Source: an optimization exercise on an open RTL-to-GDS flow (aim: small area). Production flows keep margins and buffers that such runs may drop. Only simulation tests tie the RTL to the original design; equivalence was not proved. Power is estimated from default activity; no workload was simulated. No driver is modelled on the clock port, so clocking that relies on it looks cheaper here than on a real chip.

==> flow/design.v <==
package regcon_pkg;
        typedef enum logic [2:0] {
                write    = 3'd0,
                read     = 3'd1,
                read_two = 3'd2,
                compare  = 3'd5,
                xor_op   = 3'd6,
                shift    = 3'd7
        } opcode_e;
        typedef logic [5-1:0] reg_addr_t;
        typedef logic [16-1:0] reg_word_t;
        typedef struct packed {
                logic                        pad;
                logic [4-1:0] amount;
        } shift_view_t;
        typedef union packed {
                reg_addr_t   addr;
                shift_view_t shift_view;
        } operand_u;
        typedef struct packed {
                opcode_e   opcode;
                reg_addr_t src_a;
                operand_u  src_b;
                reg_addr_t dest;
                reg_word_t data;
        } console_cmd_t;
        typedef struct packed {
                logic      valid;
                reg_word_t line1_word;
                reg_word_t line2_word;
        } display_req_t;
        typedef struct packed {
                logic      en;
                reg_addr_t addr;
                reg_word_t data;
        } reg_wr_t;
endpackage
`timescale 1ns/1ps
module register_console_top (
        input  logic                        clk,
        input  logic                        reset,
        input  logic                        rot,
        input  logic [4-1:0] bits,
        output logic [128-1:0]   line1,
        output logic [128-1:0]   line2
);
        logic       rot_prev;
        logic       busy;
        logic [2:0] fc;           
        logic [2:0] op;
        logic       cv, upd;      
        logic [4:0] A;            
        logic [15:0] T;           
        logic step, fstep, start, last;
        logic op_w, op_r, op_r2, op_c, op_x, op_s, writes;
        assign step  = rot & ~rot_prev;
        assign fstep = step & busy;
        assign start = step & ~busy & (bits[2:0] != 3'd3) & (bits[2:0] != 3'd4);
        assign op_w  = (op == 3'd0);
        assign op_r  = (op == 3'd1);
        assign op_r2 = (op == 3'd2);
        assign op_c  = (op == 3'd5);
        assign op_x  = (op == 3'd6);
        assign op_s  = (op == 3'd7);
        assign writes = ~(op_r | op_r2);
        always_comb begin
                case (op)
                        3'd1:    last = (fc == 3'd1);
                        3'd2:    last = (fc == 3'd3);
                        3'd7:    last = (fc == 3'd4);
                        default: last = (fc == 3'd5);
                endcase
        end
        always_ff @(posedge clk) begin
                if (reset) begin
                        rot_prev <= 1'b0;
                        busy     <= 1'b0;
                        cv       <= 1'b0;
                        upd      <= 1'b0;
                end else begin
                        rot_prev <= rot;
                        cv       <= fstep & last;
                        upd      <= cv;
                        if (start)
                                busy <= 1'b1;
                        else if (fstep & last)
                                busy <= 1'b0;
                end
        end
        logic a_lo, a_hi;
        always_comb begin
                if (op_w) begin
                        a_lo = (fc == 3'd0);
                        a_hi = (fc == 3'd1);
                end else if (op_s) begin
                        a_lo = (fc == 3'd0) | (fc == 3'd3);
                        a_hi = (fc == 3'd1) | (fc == 3'd4);
                end else begin
                        a_lo = ~fc[0];
                        a_hi = fc[0];
                end
        end
        always_ff @(posedge clk) begin
                if (start) begin
                        op <= bits[2:0];
                        fc <= 3'd0;
                end else if (fstep) begin
                        fc <= fc + 3'd1;
                end
                if (fstep & a_lo) A[3:0] <= bits;
                if (fstep & a_hi) A[4]   <= bits[0];
        end
        logic [31:0][15:0] ring;
        logic [4:0]  ptr;
        logic        cleared;     
        logic        clr;
        logic        pv;          
        logic [4:0]  pp;          
        logic [15:0] pd;          
        logic [4:0]  q;           
        logic        rok;         
        logic        q_ok;
        logic        hit;
        logic [15:0] rd;          
        logic        wr_now;
                logic [3:0]  wp;
        assign q    = A + ptr;
        assign rok  = ~q[0];
        assign clr  = ~cleared;
        assign q_ok = cleared | ({2'b00, q[2:0]} < ptr);
        assign hit  = pv & (q == pp);
        logic [17:0]       rsel;
        logic [17:0][15:0] rsrc;
        logic [5:0][15:0]  rd_n;
        logic              sel_t;
        assign sel_t      = upd & (writes | (op_r & ~rok));
        assign rsel[15:0] = {16{~sel_t & rok & q_ok & ~hit}} & (16'd1 << q[4:1]);
        assign rsel[16]   = ~sel_t & ((rok & hit) | (upd & op_r2 & ~rok));
        assign rsel[17]   = sel_t;
        for (genvar k = 0; k < 16; k++) begin : g_src
                assign rsrc[k] = ring[2*k];
        end
        assign rsrc[16] = pd;
        assign rsrc[17] = T;
        for (genvar g = 0; g < 6; g++) begin : g_rd
                for (genvar b = 0; b < 16; b++) begin : g_bit
                        rc_aoi222 u_aoi (
                                .a1 (rsrc[3*g][b]),   .a2 (rsel[3*g]),
                                .b1 (rsrc[3*g+1][b]), .b2 (rsel[3*g+1]),
                                .c1 (rsrc[3*g+2][b]), .c2 (rsel[3*g+2]),
                                .y  (rd_n[g][b])
                        );
                end
        end
        always_comb begin
                rd = 16'd0;
                for (int g = 0; g < 6; g++) rd = rd | ~rd_n[g];
        end
        for (genvar p = 0; p < 4; p++) begin : g_wp
                assign wp[p] = clr | (pv & (pp == 5'(8*p + 31)));
        end
        assign wr_now = upd & writes;
        logic [3:0][15:0] port_d;
        for (genvar p = 0; p < 4; p++) begin : g_port
                logic wp_n;
                assign wp_n = ~wp[p];
                for (genvar b = 0; b < 16; b++) begin : g_bit
                        rc_ao22 u_ao (
                                .a1 (pd[b]),                    .a2 (wp[p]),
                                .b1 (ring[(8*p + 31) % 32][b]), .b2 (wp_n),
                                .y  (port_d[p][b])
                        );
                end
        end
        always_ff @(posedge clk) begin
                for (int i = 1; i < 32; i++) ring[i] <= ring[i-1];
                ring[0]  <= port_d[0];
                ring[8]  <= port_d[1];
                ring[16] <= port_d[2];
                ring[24] <= port_d[3];
        end
        always_ff @(posedge clk) begin
                if (reset) begin
                        ptr     <= 5'd0;
                        cleared <= 1'b0;
                        pv      <= 1'b0;
                        pd      <= 16'd0;
                end else begin
                        ptr <= ptr + 5'd1;
                        if (ptr == 5'd7) cleared <= 1'b1;
                        if (wr_now) begin
                                pv <= 1'b1;
                                pd <= rd;
                        end else begin
                                if (wp != 4'd0) pv <= 1'b0;
                                if (cv & op_r2) pd <= rd;
                        end
                end
                pp <= (wr_now ? q : pp) + 5'd1;
        end
        logic [3:0]  amt;
        logic [3:0]  a_cur;
        logic        xd;          
        logic        tload, wdat, xop;
        assign tload = (fc == 3'd2) & rok & ~(fstep & op_w);
        assign wdat  = fstep & op_w & (fc >= 3'd2);
        assign xop   = (fc == 3'd4) & rok & (op_c | op_x) & ~xd;
        assign a_cur = (fstep & op_s & (fc == 3'd2)) ? bits : amt;
        always_ff @(posedge clk) begin
                if (start)
                        xd <= 1'b0;
                else if (xop)
                        xd <= 1'b1;
        end
        always_ff @(posedge clk) begin
                if (reset)
                        amt <= 4'd0;
                else if (tload)
                        amt <= a_cur;
                else if (a_cur[3])
                        amt <= {1'b0, a_cur[2:0]};
                else if (a_cur[2])
                        amt <= {2'b00, a_cur[1:0]};
                else
                        amt <= {3'b000, a_cur[1] & a_cur[0]};
        end
        always_ff @(posedge clk) begin
                T <= T_next;
        end
        logic s_ld, s_x, s_c, s_8, s_4, s_2, s_1, s_h;
        logic [15:0] T_next;
        assign s_ld = tload;
        assign s_x  = xop;
        assign s_c  = cv & op_c;
        assign s_8  = ~tload & a_cur[3];
        assign s_4  = wdat | (~tload & (a_cur[3:2] == 2'b01));
        assign s_2  = ~tload & (a_cur[3:2] == 2'd0) & a_cur[1];
        assign s_1  = ~tload & (a_cur[3:1] == 3'd0) & a_cur[0];
        assign s_h  = ~(s_ld | s_x | s_c | s_8 | s_4 | s_2 | s_1);
        assign T_next = ({16{s_ld | s_x}} & (rd ^ (T & {16{s_x}})))
                      | ({16{s_8}} & {8'd0, T[15:8]})
                      | ({16{s_4}} & {bits & {4{wdat}}, T[15:4]})
                      | ({16{s_2}} & {2'd0, T[15:2]})
                      | ({16{s_1}} & {1'b0, T[15:1]})
                      | ({16{s_c}} & {15'd0, (T == 16'd0)})
                      | ({16{s_h}} & T);
        logic [15:0] L1, L2;
        logic        LN;
        always_ff @(posedge clk) begin
                if (reset) begin
                        L1 <= 16'd0;
                        L2 <= 16'd0;
                        LN <= 1'b0;
                end else if (upd) begin
                        L1 <= op_r2 ? T : {11'd0, A};
                        L2 <= rd;
                        LN <= 1'b1;
                end
        end
        always_comb begin
                for (int i = 0; i < 16; i++) begin
                        line1[i*8 +: 8] = {2'b00, LN, LN, 3'b000, L1[i]};
                        line2[i*8 +: 8] = {2'b00, LN, LN, 3'b000, L2[i]};
                end
        end
endmodule
module rc_aoi222 (
        input  logic a1, a2, b1, b2, c1, c2,
        output logic y
);
        assign y = ~((a1 & a2) | (b1 & b2) | (c1 & c2));
endmodule
module rc_ao22 (
        input  logic a1, a2, b1, b2,
        output logic y
);
        assign y = (a1 & a2) | (b1 & b2);
endmodule
==> flow/flow/run.sh <==
#!/bin/bash
# Standard ORFS layout with three changes: the tie cell is not split per load,
# ports are buffered with buf_1, and CTS inserts no dummy loads.
set -euo pipefail
bash standard.sh \
  SKIP_REPAIR_TIE_FANOUT=1 \
  "BUFFER_PORTS_ARGS=-buffer_cell sky130_fd_sc_hd__buf_1" \
  "CTS_ARGS=-sink_clustering_enable -repair_clock_nets -dont_use_dummy_load -buf_list {sky130_fd_sc_hd__clkbuf_8 sky130_fd_sc_hd__clkbuf_16} -sink_clustering_size 32 -sink_clustering_max_diameter 120" \
  finish > standard.log 2>&1
==> flow/standard.sh <==
#!/bin/bash
# synth_recipe.tcl (not shown) runs the flow's synth.tcl, then flattens the netlist and writes it again
# the make line also repeats each setting of config.mk as NAME=value (left out here)
make -C /OpenROAD-flow-scripts/flow DESIGN_CONFIG=/design/flow/config.mk WORK_HOME=/design/flow/orfs CLKGATE_MAP_FILE= SYNTH_SCRIPT=/design/flow/synth_recipe.tcl "${@:-finish}"
==> flow/config.mk <==
export PLATFORM = sky130hd
export DESIGN_NAME = register_console_top
export DESIGN_NICKNAME = register_console_top
export VERILOG_FILES = /design/flow/design.v
export SDC_FILE = /design/flow/constraint.sdc
export NUM_CORES = 4
export LEC_CHECK = 0
export ABC_AREA = 0
export CAP_MARGIN = 20
export CORE_MARGIN = 2
export CORE_UTILIZATION = 60
export SLEW_MARGIN = 20
export SYNTH_HIERARCHICAL = 1
export SYNTH_MINIMUM_KEEP_SIZE = 0
==> flow/constraint.sdc <==
create_clock -name core_clock -period 6.0 [get_ports {clk}]
set_input_delay 1.2000 -clock core_clock [delete_from_list [all_inputs] [get_ports {clk}]]
set_output_delay 1.2000 -clock core_clock [all_outputs]
set_load 0.01 [all_outputs]
==> impl_metrics.csv, run 1 <==
group,metric,value,unit
outcome,status,"no timing/DRC/antenna violations",
synth,syn_nets,1545,
drt,drt_iter0_drc,1354,
sta,clock.fmax,201,MHz
drt,drt-total-wl,43900,microns
power,vdd_drop_max,268,uV
sta,period_share,0.831,
worst_setup_path,worstPathCellList,"ha_1 -> fa_1 -> ha_1 -> nor2b_1 -> o21ai_0 -> a2111oi_0 -> nor3_1 -> nand3_1 -> nor3_2 -> buf_4 -> a222oi_1 -> nand2_1 -> nor2_1 -> xnor2_1 -> a221o_1 -> a221oi_1 -> nand2_1",
cts,cts_buffers,23,
power,clkPwrFrac,0.277,
cells_and_area,post-route-util,0.608,
worst_setup_path,critPathLaunchType,"flop",
cells_and_area,layout-drive-gt1-share,0.0603,
power,power_density,354,nW/um^2
sta,tns,0,ns
drt,vias_per_cell,6.05,
synth,synth-edff-count,8,
synth,avgSynthCellArea,12.3,sq um
cells_and_area,area_delta_synth_final,-0.502,%
synth,synth_most_common_cell,"dfxtp_1",
global_routing,antenna_found_initial,0,
worst_setup_path,path_class,"flop to flop",
worst_setup_path,cpPeakStageDelay,0.91,ns
global_routing,grt_first_pass_wirelength,65500,microns
worst_setup_path,worstRegToRegCells,17,
power,p_switching,1.59,mW
global_routing,track_usage,0.263,
cts,insertion_delay,0.57,ns
synth,async_flop_share,0,
global_routing,grt_max_degree,161,
die,core,30600,sq um
die,dieWidth,180,microns
cts,htreeDepth,1,
sta,setup_viol,0,
power,power.total,6.58,mW
synth,syn_inst,1524,
die,initial_core_util,0.611,
sta,drv_slew,0,
synth,syn_area,18700,sq um
drt,drtAntennaViolNets,0,
drt,drc,0,
sta,hold-worst-slack,0.319,ns
sta,layout_min_cycle_time,4.98,ns
synth,synth_top_area_share,0.644,
synth,synth_area_leader_cell,"dfxtp_1",
drt,vias,10900,
die,die_area,32600,sq um
cts,cts_resized,0,
sta,hold_violations,0,
synth,synthTopCellsByArea,"dfxtp_1 64%, buf_4 9.1%, a222oi_1 5.3%, a22o_1 3.0%, nor2_1 1.7%",
synth,synth_seq_area_share,0.657,
worst_hold_path,hold_class,"flop to flop",
synth,synth_common_cells,"601 x dfxtp_1, 226 x buf_4, 98 x a222oi_1, 86 x nor2_1, 64 x a22o_1",
cts,cts_hold_buf,0,
placement,hpwl,27700,microns
drt,dr.pass1.iters,8,
global_routing,first_global_vias,10300,
power,leakagePower,6.81,nW
power,swShare,0.242,
worst_setup_path,worstPathMaxFanout,9,
worst_setup_path,crit_path_end_kind,"flop",
job,drv_cap,0,
drt,drt-wirelength-per-cell,24.3,microns
die,fp-row-count,64,
cts,path_clk_slew,0.12,ns
synth,synth.distinct_cells,61,
worst_hold_path,hold_depth,0,
power,seqPwrFrac,0.664,
sta,fin_worst_skew,0.0848,ns
power,p_int,4.99,mW
cts,post_cts_buffers,0,
cells_and_area,nFillCells,2481,
cts,clockRootBuffer,"clkbuf_16",
worst_setup_path,critPathSlowestCell,"nor3_2",
synth,synth_warnings,7,
placement,routabilityCongestion,0.866,
global_routing,grt-ovfl-total,0,
placement,portBuffers,102,
cts,clockBufferDepth,3,
sta,max-slew-margin-rel,0.206,
die,die_y,180,microns
worst_setup_path,required,6.46,ns
cts,cts_tree,"yes",
synth,synth_flop_cell,"dfxtp_1",
sta,tightest_slew,1.19,ns
power,combPwrFrac,0.059,
sta,rsz0062_at_grt,"false",
worst_setup_path,cp.arrival,5.45,ns
cts,cts_sinks,609,
cells_and_area,fin_nets,1433,
cells_and_area,diodes,0,
synth,synth_seq_cells,609,
die,pin_count,263,
worst max-delay path: cells and delay by family (launching register included):
family          cells  cell delay [ns]
buf+inv             1             0.35
fa+ha+maj           3             1.16
simple gates        7             1.94
flops               1             0.41
compound gates      5             0.89
xor+xnor            1             0.14
sequential cells by signal, summed over array words and instances, names as in the netlist:
register / count
LN: 1
L2: 16
cv: 1
busy: 1
ring: 512
pd: 16
rot_prev: 1
fc: 3
upd: 1
amt: 4
ptr: 5
cleared: 1
xd: 1
op: 3
pp: 5
T: 16
pv: 1
L1: 16
A: 5
cells by family after synthesis:
kind of cell,synth area share
AOI/OAI and AO/OA,0.135
muxes,0.0104
other,0.000201
buffers and inverters,0.105
and+or+nand+nor,0.0675
DFF,0.657
xor gates and xnor gates,0.0151
adders and majority gates,0.0103
per-layer routing:
layer / wire (microns) / GRT usage / vias to the layer above
met4: 1350 / 0.0768 / 0
met2: 18800 / 0.394 / 494
li1: - / - / 5048
met3: 3850 / 0.0544 / 91
met5: 0 / 0 / -
met1: 19900 / 0.387 / 5299
modules after synthesis (local to each module, per instance):
module | copies in the design | area (sq um) | flops+latches | cells inside
rc_ao22 | 64 | 8.76 | 0 | 1
register_console_top | 1 | 17200 | 609 | 1364
rc_aoi222 | 96 | 10.0 | 0 | 1
cells in the final DEF (no fill, tap or decap), drive strengths merged, types with 5 or more instances in the layout:
cell type  count
dfxtp        601
buf          131
a222oi        98
nor2          87
a22o          64
nand2         48
a211oi        40
a21oi         35
nand3         34
nor3          26
clkbuf        24
inv           19
xnor2         16
nand4         16
a22oi         16
nand2b        15
mux2i         15
o21ai         15
ha            13
xor2          11
edfxtp         8
a221oi         8
o22ai          7
nor2b          6
o221ai         6
nor4           5
cell type report:
cell class                      count  area, sq um  share of cell area
Tap cell                          396          495              0.0267
Multi-Input combinational cell    627         4560               0.245
Inverter                           19         71.3             0.00384
Clock buffer                       23          576              0.0310
Timing Repair Buffer              132          609              0.0328
Sequential cell                   609        12300               0.660
power by group through the flow:
| stage | logic [mW] | clock network [mW] | registers, mW |
|---|---|---|---|
| 2_1_floorplan | 0.450 | 0 | 4.29 |
| 3_3_place_gp | 0.379 | 0 | 4.46 |
| 3_5_place_dp | 0.382 | 0 | 4.46 |
| 4_1_cts | 0.384 | 1.86 | 4.36 |
| 5_1_grt | 0.427 | 2.01 | 4.38 |
| 6_report | 0.388 | 1.83 | 4.37 |
worst paths after layout:
path	start	endpoint	slack, ns
min	ring[190]	ring[206]	0.32
max	A[0]	T[0]	1.02
max reg2reg	A[0]	T[0]	1.02
min reg2reg	ring[190]	ring[206]	0.32
through the flow:
step           std cells  worst slack, ns  instance area [sq um]
6_report            1806             1.02                  18600
5_1_grt             1806            0.684                  18600
3_3_place_gp        1783             1.16                  18000
3_5_place_dp        1783             1.08                  18000
2_1_floorplan       1524             1.47                  18700
4_1_cts             1806             1.07                  18600
==> inputs of run 2 (changes only) <==
--- a/flow/design.v
+++ b/flow/design.v
@@ -206,6 +206,8 @@
         assign wdat  = fstep & op_w & (fc >= 3'd2);
         assign xop   = (fc == 3'd4) & rok & (op_c | op_x) & ~xd;
         assign a_cur = (fstep & op_s & (fc == 3'd2)) ? bits : amt;
+        logic ld15;
+        assign ld15 = tload & (a_cur == 4'd15);
         always_ff @(posedge clk) begin
                 if (start)
                         xd <= 1'b0;
@@ -216,31 +218,28 @@
                 if (reset)
                         amt <= 4'd0;
                 else if (tload)
-                        amt <= a_cur;
-                else if (a_cur[3])
-                        amt <= {1'b0, a_cur[2:0]};
-                else if (a_cur[2])
-                        amt <= {2'b00, a_cur[1:0]};
+                        amt <= ld15 ? 4'd0 : a_cur;
+                else if (a_cur[3:2] != 2'd0)
+                        amt <= {a_cur[3:2] - 2'd1, a_cur[1:0]};
+                else if (a_cur[1:0] != 2'd0)
+                        amt <= {2'b00, a_cur[1:0] - 2'd1};
                 else
-                        amt <= {3'b000, a_cur[1] & a_cur[0]};
+                        amt <= 4'd0;
         end
         always_ff @(posedge clk) begin
                 T <= T_next;
         end
-        logic s_ld, s_x, s_c, s_8, s_4, s_2, s_1, s_h;
+        logic s_ld, s_x, s_c, s_4, s_1, s_h;
         logic [15:0] T_next;
-        assign s_ld = tload;
+        assign s_ld = tload & ~ld15;
         assign s_x  = xop;
         assign s_c  = cv & op_c;
-        assign s_8  = ~tload & a_cur[3];
-        assign s_4  = wdat | (~tload & (a_cur[3:2] == 2'b01));
-        assign s_2  = ~tload & (a_cur[3:2] == 2'd0) & a_cur[1];
-        assign s_1  = ~tload & (a_cur[3:1] == 3'd0) & a_cur[0];
-        assign s_h  = ~(s_ld | s_x | s_c | s_8 | s_4 | s_2 | s_1);
+        assign s_4  = wdat | (~tload & (a_cur[3:2] != 2'd0));
+        assign s_1  = ~tload & (a_cur[3:2] == 2'd0) & (a_cur[1:0] != 2'd0);
+        assign s_h  = ~(tload | s_x | s_c | s_4 | s_1);
         assign T_next = ({16{s_ld | s_x}} & (rd ^ (T & {16{s_x}})))
-                      | ({16{s_8}} & {8'd0, T[15:8]})
+                      | ({16{ld15}} & {15'd0, rd[15]})
                       | ({16{s_4}} & {bits & {4{wdat}}, T[15:4]})
-                      | ({16{s_2}} & {2'd0, T[15:2]})
                       | ({16{s_1}} & {1'b0, T[15:1]})
                       | ({16{s_c}} & {15'd0, (T == 16'd0)})
                       | ({16{s_h}} & T);
==> flow/flow/run.sh (replaced) <==
#!/bin/bash
# Standard ORFS layout with three changes: the tie cell is not split per load,
# ports are buffered with buf_1, and CTS inserts no dummy loads.
set -euo pipefail
bash standard.sh \
  SKIP_REPAIR_TIE_FANOUT=1 \
  "BUFFER_PORTS_ARGS=-buffer_cell sky130_fd_sc_hd__buf_1" \
  "CTS_ARGS=-sink_clustering_enable -repair_clock_nets -dont_use_dummy_load -buf_list {sky130_fd_sc_hd__clkbuf_8 sky130_fd_sc_hd__clkbuf_16} -sink_clustering_size 30 -sink_clustering_max_diameter 120" \
  finish > standard.log 2>&1
==> run 2 against run 1 <==
Effect of this change:
- sequential power is 5% lower
- critical path type unchanged
- clock power is 2% higher
- total power is 3.8% lower
- largest cell class unchanged
- largest power group unchanged
- combinational power is 24% lower
- register-to-register slack worse by 0.04 ns
- worst setup slack worse by 0.042 ns
- global-route usage is 0.18 points lower
==> impl_metrics.csv, run 2 <==
group,metric,value,unit
global_routing,grt-ovfl-total,0,
die,pin_count,263,
drt,drc,0,
cts,clockRootBuffer,"clkbuf_16",
synth,synth_seq_cells,609,
drt,drtAntennaViolNets,0,
cells_and_area,area_delta_synth_final,0.108,%
sta,setup_viol,0,
synth,synth-edff-count,8,
worst_setup_path,required,6.45,ns
worst_setup_path,crit_path_end_kind,"flop",
cts,cts_hold_buf,0,
cells_and_area,layout-drive-gt1-share,0.0680,
worst_setup_path,critPathLaunchType,"flop",
placement,routabilityCongestion,0.852,
sta,layout_min_cycle_time,5.03,ns
synth,synth_common_cells,"601 x dfxtp_1, 226 x buf_4, 107 x a222oi_1, 83 x nor2_1, 64 x a22o_1",
die,fp-row-count,64,
worst_setup_path,crit_start,"A[0]",
sta,drv_slew,0,
power,swShare,0.225,
power,leakagePower,6.97,nW
synth,synth_warnings,7,
global_routing,first_global_vias,10200,
worst_setup_path,worstPathMaxFanout,10,
synth,synth.distinct_cells,60,
cts,htreeDepth,1,
cts,insertion_delay,0.56,ns
global_routing,track_usage,0.262,
die,dieWidth,180,microns
power,p_int,4.91,mW
synth,synth_most_common_cell,"dfxtp_1",
sta,max-slew-margin-rel,0.267,
worst_hold_path,hold_path_startpoint,"ring[147]",
sta,rsz0062_at_grt,"false",
cts,cts_sinks,609,
cts,cts_buffers,24,
sta,clock.fmax,199,MHz
synth,synth_area_leader_cell,"dfxtp_1",
cells_and_area,final_common_cell,"dfxtp_1",
drt,dr.pass1.iters,7,
sta,layout_setup_ws,0.973,ns
power,clkPwrFrac,0.295,
sta,tightest_slew,1.10,ns
global_routing,grt_first_pass_wirelength,64800,microns
drt,drt_iter0_drc,1305,
cts,cts_resized,0,
die,die_area,32300,sq um
drt,vias,10700,
cts,post_cts_buffers,0,
drt,vias_per_cell,5.98,
worst_setup_path,cp.arrival,5.47,ns
synth,synthTopCellsByArea,"dfxtp_1 65%, buf_4 9.2%, a222oi_1 5.8%, a22o_1 3.0%, nor2_1 1.7%",
synth,synth_flop_cell,"dfxtp_1",
cells_and_area,largest_reg_flops,512,
cts,path_clk_slew,0.11,ns
power,p_switching,1.42,mW
synth,async_flop_share,0,
job,drv_cap,0,
power,vdd_drop_max,321,uV
synth,synth_seq_area_share,0.663,
cts,cts_tree,"yes",
synth,syn_inst,1495,
synth,syn_nets,1516,
sta,period_share,0.838,
cells_and_area,fin_nets,1421,
synth,syn_area,18500,sq um
die,die_y,180,microns
worst_hold_path,hold_class,"flop to flop",
worst_setup_path,path_class,"flop to flop",
global_routing,grt_max_degree,161,
sta,tns,0,ns
drt,drt-total-wl,43400,microns
power,power_density,342,nW/um^2
cells_and_area,diodes,0,
global_routing,antenna_found_initial,0,
power,seqPwrFrac,0.658,
cells_and_area,mostFrequentLayoutCells,"599 x dfxtp_1, 107 x a222oi_1, 101 x buf_1",
placement,place_ws,1.13,ns
worst_setup_path,reg2reg_from,"A[0]",
die,core,30500,sq um
synth,avgSynthCellArea,12.4,sq um
drt,drt-wirelength-per-cell,24.2,microns
outcome,status,"no timing/DRC/antenna violations",
sta,fin_worst_skew,0.0507,ns
sta,hold_violations,0,
synth,synth_top_area_share,0.650,
cts,clockBufferDepth,3,
placement,portBuffers,102,
cells_and_area,largest-register,"ring",
die,initial_core_util,0.607,
placement,hpwl,27000,microns
power,combPwrFrac,0.046,
[run 2: cell types whose count changed after synthesis, moves of 4 or more]
| cell | delta |
|---|---|
| a221oi_1 | -8 |
| nor3_1 | -4 |
| inv_1 | +14 |
| nor4_1 | +5 |
| xnor2_1 | +6 |
| o22ai_1 | -5 |
| buf_1 | -8 |
| a222oi_1 | +9 |
| nand3_1 | -11 |
[run 2: per-module statistics from Yosys, one instance, submodules excluded]
module / area (sq um) / copies in the design
rc_ao22: 8.76 / 64
rc_aoi222: 10.0 / 96
register_console_top: 17000 / 1
[run 2: cell families (layout without fill, tap and decap cells)]
logic type / after synthesis / count (layout) / synth area share
AOI/OAI and AO/OA: 296 / 296 / 0.135
xor gates and xnor gates: 30 / 30 / 0.0142
adders and majority gates: 14 / 14 / 0.00987
buffers and inverters: 291 / 194 / 0.107
DFF: 609 / 609 / 0.663
muxes: 15 / 15 / 0.00825
other: 1 / 1 / 0.000203
and+or+nand+nor: 239 / 239 / 0.0629
[run 2: final cells by class]
cell class / instances / area (sq um)
clock buffer: 24 / 601
tap: 396 / 495
multi-input combinational: 595 / 4380
inverter: 33 / 124
fill: 2468 / 12000
timing repair buffer: 137 / 653
sequential: 609 / 12300
[run 2: power groups by stage]
| stage | clock, mW | sequential, mW | combinational [mW] |
|---|---|---|---|
| floorplan | 0 | 4.22 | 0.293 |
| global placement | 0 | 4.26 | 0.283 |
| detailed placement | 0 | 4.26 | 0.288 |
| CTS | 1.90 | 4.17 | 0.290 |
| global route | 2.03 | 4.18 | 0.322 |
| finish | 1.87 | 4.17 | 0.293 |
[run 2: worst max-delay path: stages (launching register included)]
cell      delay [ns]
edfxtp_1        0.41
ha_1            0.25
fa_1            0.75
ha_1            0.30
nor2b_1         0.13
o21ai_0         0.14
nand2b_1        0.07
a311oi_1        0.48
nand3_1         0.31
nor3_2          0.87
buf_4           0.38
a222oi_1        0.12
nand2_1         0.12
nor2_1          0.10
xnor2_1         0.13
a222oi_1        0.24
nand2_1         0.10
[run 2: through the flow]
step	hold slack (ns)	instance area, sq um	power, mW	cells	util
final	0.274	18500	6.33	1794	0.607
after global routing	0.282	18500	6.53	1794	0.607
after CTS	0.279	18500	6.36	1793	0.607
after floorplan	0.310	18500	4.52	1495	-
after global placement	0.310	17900	4.54	1769	0.587
after detailed placement	0.312	17900	4.55	1769	0.587
[run 2: metal layers]
metal	wire length (microns)	vias to the layer above	track usage
li1	-	4958	-
met1	19800	5228	0.392
met2	19400	472	0.410
met3	3120	67	0.0235
met4	1050	0	0.0683
met5	0	-	0
[run 2: final timing paths]
| path | end | slack (ns) | cells after the start |
|---|---|---|---|
| max | T[5] | 0.97 | 16 |
| min | ring[163] | 0.27 | 0 |
| max reg2reg | T[5] | 0.97 | 16 |
| min reg2reg | ring[163] | 0.27 | 0 |
==> inputs of run 3 (changes only) <==
--- a/flow/config.mk
+++ b/flow/config.mk
@@ -8,7 +8,8 @@
 export ABC_AREA = 0
 export CAP_MARGIN = 20
 export CORE_MARGIN = 2
-export CORE_UTILIZATION = 60
+export CORE_UTILIZATION = 70
+export PLACE_DENSITY = 0.75
 export SLEW_MARGIN = 20
 export SYNTH_HIERARCHICAL = 1
 export SYNTH_MINIMUM_KEEP_SIZE = 0
==> run 3 against run 2 <==
Effect of this change:
- still clean on timing, DRC and antenna
- clock-buffer cell count unchanged
- total power decreased by 0.44%
- sequential share of layout area increased by 0.39 points
- global-route usage increased by 3.9 points
- hold slack improved by 0.015 ns
- routed wire length decreased by 1.8%
- die area decreased by 14%
- largest cell class unchanged
- highest routed layer unchanged
==> impl_metrics.csv, run 3 <==
group,metric,value,unit
cells_and_area,final_common_cell,"dfxtp_1",
cells_and_area,layout-drive-gt1-share,0.0652,
sta,tightest_slew,1.10,ns
die,initial_core_util,0.712,
cts,path_clk_slew,0.11,ns
die,fp-row-count,59,
worst_setup_path,cpPeakStageDelay,0.85,ns
synth,synth_flop_cell,"dfxtp_1",
synth,synth_mux_area_frac,0.00825,
power,combPwrFrac,0.046,
cts,clockBufferDepth,3,
cells_and_area,nFillCells,1834,
worst_setup_path,critPathLaunchType,"flop",
cts,htreeDepth,1,
sta,layout_setup_ws,1.01,ns
global_routing,antenna_found_initial,0,
cts,post_cts_buffers,0,
cells_and_area,area_delta_synth_final,-0.473,%
cells_and_area,diodes,0,
outcome,status,"no timing/DRC/antenna violations",
placement,portBuffers,102,
global_routing,first_global_vias,10600,
cts,clockRootBuffer,"clkbuf_16",
synth,synth_simple_gate_area_frac,0.0629,
cells_and_area,regArea,12300,sq um
cts,cts_tree,"yes",
drt,drc,0,
worst_setup_path,r2r_end,"T[6]",
drt,drt-wirelength-per-cell,24.6,microns
worst_setup_path,rrSetupSlack,1.01,ns
sta,drv_slew,0,
synth,syn_nets,1516,
power,seqPwrFrac,0.660,
drt,wl_met1,17900,microns
cts,cts_resized,0,
sta,fin_worst_skew,0.0493,ns
synth,synth_seq_area_share,0.663,
worst_setup_path,critPathTopFamily,"simple AND/OR/NAND/NOR gates",
power,vdd_drop_max,360,uV
worst_setup_path,cp.arrival,5.43,ns
worst_setup_path,crit_path_end_kind,"flop",
worst_setup_path,worstPathCellList,"ha_1 -> fa_1 -> ha_1 -> nor2b_1 -> o21ai_0 -> nand2b_1 -> a311oi_1 -> nand3_1 -> nor3_2 -> buf_4 -> a222oi_1 -> nand4_1 -> nor2_1 -> xnor2_1 -> a222oi_1 -> nand2_1",
sta,hold_violations,0,
worst_setup_path,worstPathMaxFanout,9,
synth,synth_fa_ha_area_frac,0.00987,
drt,dr.pass1.iters,8,
synth,synth_common_cells,"601 x dfxtp_1, 226 x buf_4, 107 x a222oi_1, 83 x nor2_1, 64 x a22o_1",
worst_setup_path,required,6.44,ns
placement,routabilityCongestion,0.854,
synth,avgSynthCellArea,12.4,sq um
synth,async_flop_share,0,
worst_setup_path,reg2reg_from,"A[0]",
power,p_switching,1.40,mW
cts,cts_buffers,24,
worst_setup_path,path_class,"flop to flop",
sta,tns,0,ns
synth,synth_warnings,7,
sta,setup_viol,0,
synth,syn_area,18500,sq um
drt,route.met3.wl,4450,microns
synth,synth_top_area_share,0.650,
power,power.total,6.30,mW
worst_setup_path,crit_buf_inv,1,
worst_hold_path,hold_class,"flop to flop",
sta,clock.fmax,200,MHz
cts,insertion_delay,0.58,ns
power,power_density,342,nW/um^2
power,swShare,0.222,
synth,syn_inst,1495,
sta,period_share,0.832,
synth,synth_top_family_by_area,"compound AO/OA/AOI/OAI gates",
sta,rsz0062_at_grt,"false",
global_routing,track_usage,0.301,
sta,max-slew-margin-rel,0.258,
cells_and_area,multi_input_area,4370,sq um
drt,dr_wl_met2,18800,microns
power,clkPwrFrac,0.294,
cells_and_area,fin_nets,1419,
placement,hpwl,26200,microns
drt,drtAntennaViolNets,0,
worst_setup_path,crit_end,"T[6]",
synth,synth-edff-count,8,
placement,place_ws,1.21,ns
power,leakagePower,6.95,nW
synth,synth_area_leader_cell,"dfxtp_1",
worst_setup_path,worstRegToRegCells,16,
drt,vias,10900,
die,die_area,27800,sq um
die,core,26000,sq um
cells_and_area,largest_reg_flops,512,
die,pin_count,263,
global_routing,grt_first_pass_wirelength,64100,microns
synth,synth_seq_cells,609,
global_routing,grt_max_degree,161,
synth,synthTopCellsByArea,"dfxtp_1 65%, buf_4 9.2%, a222oi_1 5.8%, a22o_1 3.0%, nor2_1 1.7%",
synth,synth_compound_area_frac,0.135,
drt,vias_per_cell,6.32,
sta,layout_min_cycle_time,4.99,ns
cts,cts_sinks,609,
die,die_y,167,microns
worst_setup_path,crit_start,"A[0]",
synth,synth_most_common_cell,"dfxtp_1",
power,p_int,4.91,mW
die,dieWidth,167,microns
drt,drt_iter0_drc,1440,
worst_setup_path,worst-path-stages,16,
drt,drt-total-wl,42600,microns
worst_setup_path,critPathSlowestCell,"nor3_2",
job,drv_cap,0,
cts,cts_hold_buf,0,
drt,top_layer,"met4",
global_routing,grt-ovfl-total,0,
cells_and_area,mostFrequentLayoutCells,"599 x dfxtp_1, 107 x a222oi_1, 101 x buf_1",
synth,synthXorXnorAreaFrac,0.0142,
cells_and_area,largest-register,"ring",
synth,synth.distinct_cells,60,
==> run 3: cell counts after synthesis <==
Identical to the previous run, type by type.
==> run 3: layer usage <==
layer / vias to the layer above / GRT usage
li1: 4971 / -
met1: 5297 / 0.422
met2: 581 / 0.467
met3: 89 / 0.0630
met4: 0 / 0.106
met5: - / 0
==> run 3: layout make-up <==
cell class / count / area share
clock buffers: 24 / 0.0326
flip-flops and latches: 609 / 0.666
inverters: 33 / 0.00672
repair buffers: 135 / 0.0343
multi-input cells: 595 / 0.237
well taps: 335 / 0.0228
==> run 3: how the worst min path moves through the flow <==
stage | from | to | slack [ns] | cells past startpoint
after floorplan | ring[84] | ring[100] | 0.31 | 0
after global placement | ring[90] | ring[106] | 0.31 | 0
after detailed placement | ring[180] | ring[196] | 0.31 | 0
after CTS | ring[147] | ring[163] | 0.29 | 0
after global routing | ring[469] | ring[485] | 0.28 | 0
final | ring[469] | ring[485] | 0.29 | 0
==> run 3: through the flow <==
stage	cells	cell area [sq um]	hold slack [ns]	util
after global placement	1707	17800	0.310	0.686
after global routing	1731	18400	0.285	0.709
after CTS	1731	18400	0.287	0.709
after detailed placement	1707	17800	0.312	0.686
final	1731	18400	0.289	0.709
after floorplan	1495	18500	0.310	-
==> run 3: Yosys stat by module, one instance, submodules excluded <==
module                cells  flops+latches  area [sq um]
register_console_top   1335            609         17000
rc_ao22                   1              0          8.76
rc_aoi222                 1              0          10.0
==> run 3: worst register-to-register path, delay by kind of cell (launching register included) <==
family                   cells  cell delay [ns]
AND/OR/NAND/NOR              7             1.65
adder cells (fa/ha/maj)      3             1.31
AO/OA/AOI/OAI                4             1.03
flip-flops                   1             0.41
buffers and inverters        1             0.33
XOR/XNOR                     1             0.14
==> run 3: cells by family after synthesis <==
family,after synthesis
multiplexers,15
other,1
buffers and inverters,291
flip-flops,609
AO/OA/AOI/OAI,296
AND/OR/NAND/NOR,239
XOR/XNOR,30
adder cells (fa/ha/maj),14
==> run 3: power by group through the flow <==
| stage | clock [mW] | combinational, mW | sequential (mW) |
|---|---|---|---|
| 5_1_grt | 2.00 | 0.318 | 4.17 |
| 2_1_floorplan | 0 | 0.293 | 4.22 |
| 3_5_place_dp | 0 | 0.284 | 4.25 |
| 3_3_place_gp | 0 | 0.277 | 4.25 |
| 6_report | 1.86 | 0.289 | 4.16 |
| 4_1_cts | 1.87 | 0.285 | 4.16 |
==> inputs of run 4 (changes only) <==
==> flow/flow/run.sh (replaced) <==
#!/bin/bash
# Standard ORFS layout with three changes: the tie cell is not split per load,
# ports are buffered with buf_1, and CTS inserts no dummy loads.
set -euo pipefail
bash standard.sh \
  SKIP_REPAIR_TIE_FANOUT=1 \
  "BUFFER_PORTS_ARGS=-buffer_cell sky130_fd_sc_hd__buf_1" \
  "CTS_ARGS=-sink_clustering_enable -repair_clock_nets -dont_use_dummy_load -buf_list {sky130_fd_sc_hd__clkbuf_8 sky130_fd_sc_hd__clkbuf_16} -root_buf sky130_fd_sc_hd__clkbuf_8 -tree_buf sky130_fd_sc_hd__clkbuf_8 -sink_clustering_buffer sky130_fd_sc_hd__clkbuf_16 -sink_clustering_size 30 -sink_clustering_max_diameter 120" \
  finish > standard.log 2>&1
==> run 4 against run 3 <==
Effect of this change:
- total power down 0.84%
- sequential power hardly changed
- global-route usage is essentially flat
- largest cell class unchanged
- synthesized cell count did not move
- still clean
- area after synthesis is the same
- flip-flop and latch count did not move
- critical endpoint unchanged
- register-to-register slack hardly changed
==> impl_metrics.csv, run 4 <==
group,metric,value,unit
sta,tns,0,ns
power,vdd_drop_max,359,uV
global_routing,first_global_vias,10500,
cells_and_area,post-route-util,0.708,
placement,placed_cell_area,17800,sq um
cells_and_area,final_common_cell,"dfxtp_1",
cells_and_area,area_delta_synth_final,-0.656,%
synth,async_flop_share,0,
drt,vias_per_cell,6.36,
sta,layout_min_cycle_time,4.98,ns
placement,place_ws,1.21,ns
drt,drt_iter0_drc,1475,
synth,synth_common_cells,"601 x dfxtp_1, 226 x buf_4, 107 x a222oi_1, 83 x nor2_1, 64 x a22o_1",
global_routing,grt_first_pass_wirelength,64100,microns
worst_setup_path,critPathLaunchType,"flop",
worst_hold_path,hold_path_startpoint,"ring[439]",
cts,clockBufferDepth,3,
cts,cts_resized,0,
sta,setup_viol,0,
worst_setup_path,worstPathMaxFanout,9,
cts,insertion_delay,0.69,ns
synth,syn_nets,1516,
die,core,26000,sq um
die,dieWidth,167,microns
drt,drc,0,
sta,fin_worst_skew,0.0775,ns
placement,portBuffers,102,
sta,drv_slew,0,
synth,synth_area_leader_cell,"dfxtp_1",
die,die_area,27800,sq um
cells_and_area,post-route-cell-area,18400,sq um
power,power_density,340,nW/um^2
outcome,status,"no timing/DRC/antenna violations",
worst_setup_path,crit_path_end_kind,"flop",
sta,clock.fmax,201,MHz
cells_and_area,largest-register,"ring",
drt,dr.pass1.iters,9,
die,initial_core_util,0.712,
job,drv_cap,0,
placement,hpwl,26200,microns
power,leakagePower,6.93,nW
worst_hold_path,whs_endpoint,"ring[455]",
synth,synth_most_common_cell,"dfxtp_1",
cts,htreeDepth,1,
global_routing,antenna_found_initial,0,
cells_and_area,fin_nets,1419,
worst_hold_path,hold_class,"flop to flop",
global_routing,grt_max_degree,161,
cells_and_area,largest_reg_flops,512,
power,power.total,6.25,mW
worst_setup_path,reg2reg_from,"A[0]",
global_routing,grt-ovfl-total,0,
synth,synth.distinct_cells,60,
cells_and_area,nFillCells,1837,
worst_setup_path,worstRegToRegCells,16,
drt,drtAntennaViolNets,0,
drt,drt-total-wl,42600,microns
die,pin_count,263,
cts,cts_hold_buf,0,
cts,cts_buffers,24,
sta,layout_setup_ws,1.02,ns
synth,synth_warnings,7,
sta,max-slew-margin-rel,0.257,
die,fp-row-count,59,
synth,synth-edff-count,8,
sta,period_share,0.830,
synth,synth_top_area_share,0.650,
drt,drt-wirelength-per-cell,24.6,microns
sta,hold_violations,0,
global_routing,track_usage,0.301,
synth,synth_seq_area_share,0.663,
worst_setup_path,cp.arrival,5.49,ns
sta,tightest_slew,1.11,ns
drt,vias,11000,
cells_and_area,diodes,0,
worst_setup_path,required,6.51,ns
synth,synth_seq_cells,609,
synth,syn_inst,1495,
cts,clockRootBuffer,"clkbuf_8",
synth,syn_area,18500,sq um
cts,post_cts_buffers,0,
worst_hold_path,hold_depth,0,
synth,synthTopCellsByArea,"dfxtp_1 65%, buf_4 9.2%, a222oi_1 5.8%, a22o_1 3.0%, nor2_1 1.7%",
worst_setup_path,rrSetupSlack,1.02,ns
placement,routabilityCongestion,0.854,
cells_and_area,layout-drive-gt1-share,0.0652,
die,die_y,167,microns
worst_setup_path,path_class,"flop to flop",
synth,synth_flop_cell,"dfxtp_1",
cts,path_clk_slew,0.11,ns
cts,cts_tree,"yes",
sta,rsz0062_at_grt,"false",
worst_setup_path,r2r_end,"T[6]",
synth,avgSynthCellArea,12.4,sq um
cells_and_area,mostFrequentLayoutCells,"599 x dfxtp_1, 107 x a222oi_1, 101 x buf_1",
cts,cts_sinks,609,
[run 4: logic make-up after synthesis]
group | after synthesis | share of synthesized area
buf+inv | 291 | 0.107
simple gates | 239 | 0.0629
xor+xnor | 30 | 0.0142
other cells | 1 | 0.000203
fa+ha+maj | 14 | 0.00987
mux | 15 | 0.00825
compound gates | 296 | 0.135
flops | 609 | 0.663
[run 4: metrics by stage]
| stage | instances | hold WS, ns |
|---|---|---|
| CTS | 1731 | 0.281 |
| global route | 1731 | 0.285 |
| detailed placement | 1707 | 0.312 |
| floorplan | 1495 | 0.310 |
| global placement | 1707 | 0.310 |
| finish | 1731 | 0.281 |
[run 4: critical path, stage by stage (launching register included)]
cell	delay, ns
edfxtp_1	0.41
ha_1	0.25
fa_1	0.74
ha_1	0.30
nor2b_1	0.12
o21ai_0	0.17
nand2b_1	0.08
a311oi_1	0.48
nand3_1	0.30
nor3_2	0.82
buf_4	0.33
a222oi_1	0.12
nand4_1	0.10
nor2_1	0.11
xnor2_1	0.14
a222oi_1	0.25
nand2_1	0.08
[run 4: Yosys stat by module, one instance, submodules excluded]
module	copies in the design	flip-flops and latches	cells	area, sq um
register_console_top	1	609	1335	17000
rc_aoi222	96	0	1	10.0
rc_ao22	64	0	1	8.76
[run 4: worst max path at each step]
stage / start / end / cells past startpoint
after floorplan: A[0] / T[11] / 16
after global placement: A[0] / T[0] / 17
after detailed placement: A[0] / T[0] / 17
after CTS: A[0] / T[6] / 15
after global routing: A[0] / T[11] / 15
final: A[0] / T[6] / 16
[run 4: where the power goes]
| group | total, mW | switching, mW | internal (mW) | leakage, nW |
|---|---|---|---|---|
| clock | 1.80 | 1.13 | 0.669 | 0.280 |
| sequential | 4.16 | 0.0656 | 4.09 | 4.92 |
| combinational | 0.289 | 0.198 | 0.0907 | 1.74 |
[run 4: cell type report]
class	count	area, sq um	area share
Clock buffer	24	567	0.0308
Sequential cell	609	12300	0.668
Inverter	33	124	0.00674
Tap cell	335	419	0.0228
Multi-Input combinational cell	595	4370	0.238
Timing Repair Buffer	135	632	0.0344
[run 4: metal layers]
metal	vias up	part of all wire	GRT usage
met5	-	0	0
met4	0	0.032	0.105
met3	86	0.10	0.0599
met2	608	0.44	0.467
met1	5358	0.42	0.426
li1	4961	-	-

## afterwards: timing with drivers on the ports
No port has a modelled driver above. Below, the same layouts with a new extraction and two added sets of constraints. Step 1: set_driving_cell puts a clkbuf_16 on clk and a buf_2 on each other input, an assumption about the parent block. Step 2, shift: input delay + t, output delay - t, t = (earliest + latest rising clock arrival at the registers) / 2. This alone moves slack from input paths to output paths. Three values: ideal ports, drivers, drivers and shift; two values: the first two.
| run | shift t [ns] | slack for setup (ns) | hold WS [ns] | latest minus earliest clock arrival (ns) | worst register clock-pin slew, ns |
|---|---|---|---|---|---|
| run 1 | 0.579 | 1.015 / 1.015 / 1.015 | 0.319 / 0.319 / 0.319 | 0.086 / 0.085 | 0.12 / 0.12 |
| run 2 | 0.595 | 0.973 / 0.973 / 0.973 | 0.274 / 0.274 / 0.274 | 0.060 / 0.061 | 0.12 / 0.12 |
| run 3 | 0.609 | 1.010 / 1.010 / 1.010 | 0.289 / 0.289 / 0.289 | 0.054 / 0.054 | 0.12 / 0.12 |
| run 4 | 0.700 | 1.019 / 1.019 / 1.019 | 0.281 / 0.281 / 0.281 | 0.081 / 0.081 | 0.12 / 0.12 |
After both steps every run listed still meets setup and hold.
